This design comes from an exercise in tuning for small area and a short achievable clock period on the open sky130 flow, not from production work. At most, simulation tests tie the RTL to the original design; equivalence was not proved. No activity file was given, so power comes from the tool's default toggle rates.

## loadStoreUnit
module loadStoreUnit #(
    parameter int unsigned TimerStep = 1
) (
    input  logic clk,
    input  logic arstN,
    input  logic reqValid,
    input  logic reqWrite,
    input  rvMemPkg::widthCode reqWidth,
    input  logic [rvMemPkg::xlen-1:0] reqAddr,
    input  logic [rvMemPkg::xlen-1:0] reqWdata,
    input  logic [rvMemPkg::xlen-1:0] rdataMem,
    input  logic memStall,
    output logic busy,
    output logic done,
    output logic [rvMemPkg::xlen-1:0] rdData,
    output logic [rvMemPkg::xlen-1:0] address,
    output logic weMem,
    output logic reMem,
    output logic [rvMemPkg::xlen-1:0] wdataMem,
    output logic [rvMemPkg::maskWidth-1:0] wmaskMem,
    output logic timerIrq
);
Size in the first run: ~2100 cells after synthesis, roughly 410 I/O pins, roughly 0.023 sq mm of cells after synthesis.
==> flow/config.mk <==
export PLATFORM = sky130hd
export DESIGN_NAME = loadStoreUnit
export DESIGN_NICKNAME = loadStoreUnit
export VERILOG_FILES = /design/flow/design.v
export SDC_FILE = /design/flow/constraint.sdc
export NUM_CORES = 4
export LEC_CHECK = 0
export CAP_MARGIN = 20
export CORE_MARGIN = 2
export CORE_UTILIZATION = 55
export CTS_BUF_LIST = sky130_fd_sc_hd__clkbuf_8
export CTS_CLUSTER_DIAMETER = 70
export CTS_CLUSTER_SIZE = 12
export PLACE_DENSITY = 0.75
export SETUP_SLACK_MARGIN = 1.8
export SLEW_MARGIN = 20
export SYNTH_HIERARCHICAL = 1
==> flow/constraint.sdc <==
create_clock -name core_clock -period 4.1 [get_ports {clk}]
set_input_delay 0.8200 -clock core_clock [delete_from_list [all_inputs] [get_ports {clk}]]
set_output_delay 0.8200 -clock core_clock [all_outputs]
set_load 0.01 [all_outputs]
standard.sh (not shown) runs the stock make flow with config.mk's settings and CLKGATE_MAP_FILE= SYNTH_SCRIPT=/design/flow/synth_recipe.tcl, a recipe that flattens the netlist after the stock synthesis.
==> flow/flow/run.sh <==
#!/bin/bash
# The standard layout, with plain buffers on the ports instead of the
# delay cells buffer_ports picks by default. Every port still gets a buffer.
set -euo pipefail
export BUFFER_PORTS_ARGS="-buffer_cell sky130_fd_sc_hd__buf_1"
bash standard.sh > standard.log 2>&1
==> next run, changes <==
Settings changed: CORE_UTILIZATION 55 to 50, PLACE_DENSITY 0.75 to 0.7.
What happened: The changed run ran to the end with no violations. Cell area rose by 0.66%. Total power rose by 0.34%. Combinational power stays flat. Routed wire length rose by 2.6%. Utilization fell by 4.8 points. Worst setup slack is worse by 90 ps. Final cell count rose by 2.4%. Global-route usage fell by 2.4 points. Clock-buffer cell count rose by 2. Via count rose by 0.63%.
==> next run, changes <==
Settings changed: CORE_UTILIZATION 50 to 55, SETUP_SLACK_MARGIN 1.8 to 1.85.
The changed run passed the timing, design-rule and antenna checks.
Synthesized cell count stays the same.
Wire length decreases slightly.
Cell area decreases slightly.
Final cell count decreases by a few percent.
Clock power decreases by a few percent.
Hold slack degrades by 55 ps.
==> next run, changes <==
Settings changed: PLACE_DENSITY 0.7 to unset, SETUP_SLACK_MARGIN 1.85 to 1.9, TNS_END_PERCENT set to 0.
Global-route usage drops by 0.19 points; worst setup slack got worse by 180 ps; first-iteration DRC count grows slightly; routed wire length went down slightly; total power grows slightly; final area goes down slightly; clock power came out higher by a few percent; register-to-register slack is worse by 180 ps; hold slack improved by 7.5 ps; fmax drops by a little under a tenth; core utilization goes down by 0.24 points.

* * *

loadStoreUnit, a different RTL version from the one above (not shown whole).
Size: about 340 flip-flops, ~410 I/O pins.
clock: 4.1 ns
lec_check: 0
cap_margin: 20
core_margin: 2
core_utilization: 40
setup_slack_margin: 2.0
slew_margin: 20
synth_hierarchical: 1
run.sh (not shown) runs the stock make flow with config.mk's settings and CLKGATE_MAP_FILE= SYNTH_SCRIPT=/design/flow/synth_recipe.tcl, a recipe that flattens the netlist after the stock synthesis.
Stock flow here: none of the scripts above is used.
Rerun with:
SETUP_SLACK_MARGIN = default   (was 2.0)
The new run finished with timing, DRC and antenna clean.
Worst setup slack loses 0.37 ns.
Area after synthesis is unchanged.
Die area stays the same.
Via count falls by 8.1%.
Wire length drops by 9.5%.
Non-clock buffer count shrinks by 259.
Final cell count drops by 7.7%.
Combinational power is lower by 24%.
No functional check of the RTL was part of any run of this note.

* * *

Another version of the RTL of loadStoreUnit (not shown whole).
For scale: roughly 410 I/O pins.
clock: 4.1 ns
lec_check: 0
cap_margin: 20
core_margin: 2
core_utilization: 55
cts_buf_list: sky130_fd_sc_hd__clkbuf_8
cts_cluster_diameter: 70
cts_cluster_size: 12
setup_slack_margin: 1.7
slew_margin: 20
synth_hierarchical: 1
standard.sh (not shown) runs the stock make flow with config.mk's settings and CLKGATE_MAP_FILE= SYNTH_SCRIPT=/design/flow/synth_recipe.tcl, a recipe that flattens the netlist after the stock synthesis.
Scripts as last shown in full above: flow/flow/run.sh
Next try:
--- a/flow/config.mk
+++ b/flow/config.mk
@@ -10 +10 @@
-export CORE_UTILIZATION = 55
+export CORE_UTILIZATION = 60
@@ -12,3 +12,3 @@
-export CTS_CLUSTER_DIAMETER = 70
-export CTS_CLUSTER_SIZE = 12
-export SETUP_SLACK_MARGIN = 1.7
+export CTS_CLUSTER_DIAMETER = 60
+export CTS_CLUSTER_SIZE = 16
+export SETUP_SLACK_MARGIN = 1.8
- worst setup slack gets better by 0.026 ns
- clock power grows by a little under a tenth
- final area stays flat
- wire length shrinks by a few percent
- non-clock buffer count shrinks by 11
- area after synthesis is unchanged
Next try:
--- a/flow/config.mk
+++ b/flow/config.mk
@@ -10 +10 @@
-export CORE_UTILIZATION = 60
+export CORE_UTILIZATION = 55
@@ -12,2 +12,2 @@
-export CTS_CLUSTER_DIAMETER = 60
-export CTS_CLUSTER_SIZE = 16
+export CTS_CLUSTER_DIAMETER = 70
+export CTS_CLUSTER_SIZE = 12
After rerunning: Worst setup slack is better by 0.056 ns; final cell count climbs by 1.0%; global-route usage went down by 1.8 points; die area grows by 8.9%; final area stays the same; synthesized cell count stays the same; via count barely changes; critical path depth came out lower by 9; maximum frequency goes up by 2.5%; core utilization came out lower by 5.7 points.
No run of this note included a check of the RTL's function; only the layout flow was run.

* * *

== sierra ==
loadStoreUnit, a different RTL version from the one above (not shown whole).
For scale: about 2,000 cells after synthesis, roughly 410 I/O pins, ~23,000 um^2 of cells after synthesis.
==> flow/design.v (excerpt) <==
module loadStoreUnit #(
    parameter int unsigned TimerStep = 1
) (
    input  logic clk,
    input  logic arstN,
    input  logic reqValid,
    input  logic reqWrite,
    input  rvMemPkg::widthCode reqWidth,
    input  logic [rvMemPkg::xlen-1:0] reqAddr,
    input  logic [rvMemPkg::xlen-1:0] reqWdata,
    input  logic [rvMemPkg::xlen-1:0] rdataMem,
    input  logic memStall,
    output logic busy,
    output logic done,
    output logic [rvMemPkg::xlen-1:0] rdData,
    output logic [rvMemPkg::xlen-1:0] address,
    output logic weMem,
    output logic reMem,
    output logic [rvMemPkg::xlen-1:0] wdataMem,
    output logic [rvMemPkg::maskWidth-1:0] wmaskMem,
    output logic timerIrq
);
    logic [rvMemPkg::xlen-1:0] heldAddr;
    logic [rvMemPkg::xlen-1:0] heldWdata;
    logic [rvMemPkg::maskWidth-1:0] heldMask;
    logic [1:0] heldSize;
    logic heldUnsigned;
    logic captureLoad;
    logic timerRead;
    logic timerReadCmp;
    logic writeMtime;
    logic writeMtimecmp;
    logic acceptMtimecmpWrite;
    logic [rvMemPkg::xlen-1:0] mtime;
    logic [rvMemPkg::xlen-1:0] mtimecmp;
    accessControl uAccessControl (
        .clk(clk),
        .arstN(arstN),
        .reqValid(reqValid),
        .reqWrite(reqWrite),
        .reqWidth(reqWidth),
        .reqAddr(reqAddr),
        .reqWdata(reqWdata),
        .memStall(memStall),
        .busy(busy),
        .done(done),
        .weMem(weMem),
        .reMem(reMem),
        .heldAddr(heldAddr),
        .heldWdata(heldWdata),
        .heldMask(heldMask),
        .heldSize(heldSize),
        .heldUnsigned(heldUnsigned),
        .captureLoad(captureLoad),
        .timerRead(timerRead),
        .timerReadCmp(timerReadCmp),
        .writeMtime(writeMtime),
        .writeMtimecmp(writeMtimecmp),
        .acceptMtimecmpWrite(acceptMtimecmpWrite)
    );
    loadAligner uLoadAligner (
        .clk(clk),
        .arstN(arstN),
        .offset(heldAddr[2:0]),
        .size(heldSize),
        .isUnsigned(heldUnsigned),
        .captureLoad(captureLoad),
        .timerRead(timerRead),
        .timerReadCmp(timerReadCmp),
        .rdataMem(rdataMem),
        .mtime(mtime),
        .mtimecmp(mtimecmp),
  ...
export LEC_CHECK = 0
export CAP_MARGIN = 20
export CORE_MARGIN = 2
export CORE_UTILIZATION = 55
export CTS_BUF_LIST = sky130_fd_sc_hd__clkbuf_8
export SETUP_SLACK_MARGIN = 1.9
export SLEW_MARGIN = 20
export SYNTH_HIERARCHICAL = 1
create_clock -name core_clock -period 4.1 [get_ports {clk}]
Scripts as last shown in full above: flow/flow/run.sh
### sierra -> quartz
Settings: CORE_UTILIZATION now 40, was 55; CTS_BUF_LIST no longer set, was sky130_fd_sc_hd__clkbuf_8.
--- outcome ---
The higher buffer count excluding the clock tree in the final layout of quartz and sierra is in sierra. First-iteration DRC count on quartz is up relative to sierra. Of quartz and sierra, sierra shows the lower placed cell count, with quartz above it. Compared with sierra, quartz shows final standard cell count with taps included and fillers excluded higher by 160. The layout filler cell count of quartz is higher than that of sierra. [quartz vs sierra] total length of routed met2 wires: higher in quartz. Compared with sierra, in quartz die area increased by about 37% relative to the old numbers; normalized max-slew margin increased by 7.2 points relative to the old numbers; total number of tap cells increased by about 40% relative to the old numbers. Run comparison: sierra destination of the critical timing path uLoadAligner.rdData[46]; quartz destination of the critical timing path uLoadAligner.rdData[47].

* * *

loadStoreUnit, a different RTL version from the one above (not shown whole).
Size: about 2100 cells after synthesis, roughly 360 flip-flops, about 410 I/O pins, roughly 24000 um^2 of cells after synthesis.
Settings: LEC_CHECK=0, CAP_MARGIN=20, CORE_MARGIN=2, CORE_UTILIZATION=40, SLEW_MARGIN=20, SYNTH_HIERARCHICAL=1; clock period 4.1 ns.
run.sh (not shown) runs the stock make flow with config.mk's settings and CLKGATE_MAP_FILE= SYNTH_SCRIPT=/design/flow/synth_recipe.tcl, a recipe that flattens the netlist after the stock synthesis.
Stock flow here: none of the scripts above is used.
==> next run, changes <==
==> flow/flow/run.sh (new file) <==
#!/bin/bash
# The standard layout, with plain buffers on the ports instead of the
# delay cells buffer_ports picks by default. Every port still gets a buffer.
set -euo pipefail
export BUFFER_PORTS_ARGS="-buffer_cell sky130_fd_sc_hd__buf_1"
bash standard.sh > standard.log 2>&1
==> flow/standard.sh (new file) <==
#!/bin/bash
# synth_recipe.tcl (not shown) runs the flow's synth.tcl, then flattens the netlist and writes it again
# the make line also repeats each setting of config.mk as NAME=value (left out here)
make -C /OpenROAD-flow-scripts/flow DESIGN_CONFIG=/design/flow/config.mk WORK_HOME=/design/flow/orfs CLKGATE_MAP_FILE= SYNTH_SCRIPT=/design/flow/synth_recipe.tcl "${@:-finish}"
--- a/flow/config.mk
+++ b/flow/config.mk
@@ -9,4 +9,5 @@
 export CORE_MARGIN = 2
 export CORE_UTILIZATION = 40
+export SETUP_SLACK_MARGIN = 1.9
 export SLEW_MARGIN = 20
 export SYNTH_HIERARCHICAL = 1
removed: flow/run.sh
Routed wire length increases by 4.1%.
Hold slack hardly moves.
Setup slack is better by 510 ps.
Final area increases by 3.2%.
Via count increases by 6.3%.
Clock-buffer cell count increases by 2.
Power decreases by 2.5%.
Synthesized area does not change.
Flip-flop and latch count is unchanged.
Clock power decreases by about 3%.

* * *

loadStoreUnit with an RTL version that a note above also has.
Size: about 410 I/O pins.
==> flow/design.v (excerpt) <==
module loadStoreUnit #(
    parameter int unsigned TimerStep = 1
) (
    input  logic clk,
    input  logic arstN,
    input  logic reqValid,
    input  logic reqWrite,
    input  rvMemPkg::widthCode reqWidth,
    input  logic [rvMemPkg::xlen-1:0] reqAddr,
    input  logic [rvMemPkg::xlen-1:0] reqWdata,
    input  logic [rvMemPkg::xlen-1:0] rdataMem,
    input  logic memStall,
    output logic busy,
    output logic done,
    output logic [rvMemPkg::xlen-1:0] rdData,
    output logic [rvMemPkg::xlen-1:0] address,
    output logic weMem,
    output logic reMem,
    output logic [rvMemPkg::xlen-1:0] wdataMem,
    output logic [rvMemPkg::maskWidth-1:0] wmaskMem,
    output logic timerIrq
);
clock: 4.1 ns
lec_check: 0
cap_margin: 20
core_margin: 2
core_utilization: 55
cts_buf_list: sky130_fd_sc_hd__clkbuf_8
cts_cluster_diameter: 70
cts_cluster_size: 12
setup_slack_margin: 1.9
slew_margin: 20
synth_hierarchical: 1
tns_end_percent: 20
standard.sh (not shown) runs the stock make flow with config.mk's settings and CLKGATE_MAP_FILE= SYNTH_SCRIPT=/design/flow/synth_recipe.tcl, a recipe that flattens the netlist after the stock synthesis.
==> flow/flow/run.sh <==
#!/bin/bash
# The standard layout, with plain buffers on the ports instead of the
# delay cells buffer_ports picks by default. Every port still gets a buffer.
set -euo pipefail
export BUFFER_PORTS_ARGS="-buffer_cell sky130_fd_sc_hd__buf_1"
bash standard.sh > standard.log 2>&1
The starting point passed the timing, design-rule and antenna checks.
Then changed:
- SETUP_SLACK_MARGIN: 1.9 -> 1.8
- TNS_END_PERCENT: 20 -> default
After rerunning:
- first-iteration DRC count shrinks by 0.41%
- global-route usage falls by 0.77 points
- clock-buffer cell count went up by 2
- cell area decreases by about 0.5%
- routed wire length drops by 0.83%
- worst setup slack improved by 0.090 ns
- hold slack is worse by 0.060 ns
- core utilization falls by 0.31 points
- non-clock buffer count decreases by 20
- flip-flop and latch count is unchanged

* * *

Setup of v49:
Another version of the RTL of loadStoreUnit (not shown whole).
Size: about 2100 cells after synthesis, about 23000 µm² of cells after synthesis.
export LEC_CHECK = 0
export CAP_MARGIN = 20
export CORE_MARGIN = 2
export CORE_UTILIZATION = 55
export CTS_BUF_LIST = sky130_fd_sc_hd__clkbuf_8
export CTS_CLUSTER_DIAMETER = 70
export CTS_CLUSTER_SIZE = 12
export PLACE_DENSITY = 0.75
export SETUP_SLACK_MARGIN = 1.8
export SLEW_MARGIN = 20
export SYNTH_HIERARCHICAL = 1
create_clock -name core_clock -period 4.1 [get_ports {clk}]
Scripts as last shown in full above: flow/flow/run.sh
v49 went all the way through the flow, and no timing, DRC or antenna check failed.
### v49 -> v38
Settings: changing PLACE_DENSITY from 0.75 to 0.85.
==> summary.txt <==
- The final layout from v38, which completed every stage, passed the timing, design-rule and antenna checks at the end of the flow.
- Power after layout: v38 vs v49 — no meaningful difference
- v38 vs v49: worst path arrival time up in v38
- Compared with v49, v38 has less setup slack.
- v49 and v38 ended up with nearly the same non-clock buffer total of the final layout.
Inputs modified between v38 and v32:
Settings: PLACE_DENSITY removed (was 0.85); CAP_MARGIN changed from 20 to 5; SLEW_MARGIN changed from 20 to 5.
Findings:
In summary, v32 completed successfully, with a layout that passed the timing, design-rule and antenna checks. The core of v32 is more densely filled than that of v38. Of v32 and v38, the run reporting the higher average wire length per cell after detail routing was v32. On area taken by flip-flops and latches, v38 tracks v32 almost exactly. The higher arrival time at the worst endpoint came out of v38. v32: final critical-path required period 0.095 ns below v38. Power density over the cells, v32 vs v38: up slightly. v32 ends up with higher wire length reported by the detailed router than v38 does.
> inputs changed (v32 -> v53)
Settings: changing CAP_MARGIN from 5 to 20; changing SLEW_MARGIN from 5 to 20.
Findings:
- From v32 to v53 the numbers moved as follows: number of gates on the worst path with buffers counted now sits higher; sum of routed wire segments on met1 grew by 0.39%.
- There was hardly any difference in core utilization between v32 and v53.
- From v53 to v32, global-route usage did not move at all.
- v53 against v32: final area flat; clock period minus worst slack up 0.020 ns.
- Changes observed in v53 relative to v32: wire length on met3 moved down; power share of the combinational group moved up.
- Between v32 and v53, the setup slack is higher for v32.
No run of this note included a check of the RTL's function; only the layout flow was run.

## re-timing with driven ports
How much do the figures lean on ideal ports? The routed layouts below were timed once more, with nothing changed but the port constraints.
Step 1 (the two cells are an assumption about what drives the block):
set clk [get_ports {clk}]
set_driving_cell -lib_cell sky130_fd_sc_hd__clkbuf_16 $clk
set_driving_cell -lib_cell sky130_fd_sc_hd__buf_2 [delete_from_list [all_inputs] $clk]
Step 2 moves the port delays by t, midway between the first and last clock arrival at a register: inputs arrive t later, outputs are due t later. That takes back most of the time a late clock gives input paths.
a / b / c = ideal ports / drivers / drivers and shift; a / b = the first two.
run	t (ns)	setup slack, ns	worst setup path after step 2
the first run of note 1	0.670	1.863 / 1.863 / 1.258	input to register
the second run of note 1	0.688	1.773 / 1.773 / 1.149	input to register
the third run of note 1	0.686	1.890 / 1.813 / 1.127	input to register
the fourth run of note 1	0.675	1.705 / 1.713 / 1.051	input to register
the first run of note 2	0.645	1.134 / 1.134 / 0.831	input to register
the second run of note 2	0.639	0.769 / 0.793 / 0.167	input to register
the first run of note 3	0.691	1.781 / 1.781 / 1.117	input to register
the second run of note 3	0.685	1.806 / 1.806 / 1.206	input to register
the third run of note 3	0.693	1.862 / 1.809 / 1.195	input to register
sierra	0.725	1.725 / 1.725 / 1.208	input to register
quartz	0.636	1.685 / 1.685 / 1.125	input to register
the first run of note 5	0.644	1.021 / 1.021 / 0.586	input to register
the second run of note 5	0.643	1.527 / 1.527 / 1.181	input to register
the first run of note 6	0.677	1.815 / 1.827 / 1.167	input to register
the second run of note 6	0.679	1.905 / 1.884 / 1.246	input to register
v49	0.698	1.878 / 1.865 / 1.212	input to register
v38	0.663	1.752 / 1.752 / 1.162	input to register
v32	0.692	1.847 / 1.828 / 1.136	input to register
v53	0.694	1.827 / 1.827 / 1.147	input to register
After both steps setup and hold are still met in every run listed. For the third run of note 1, which loses most, drivers alone change the setup slack by -0.077 ns; drivers and shift together by -0.763 ns.
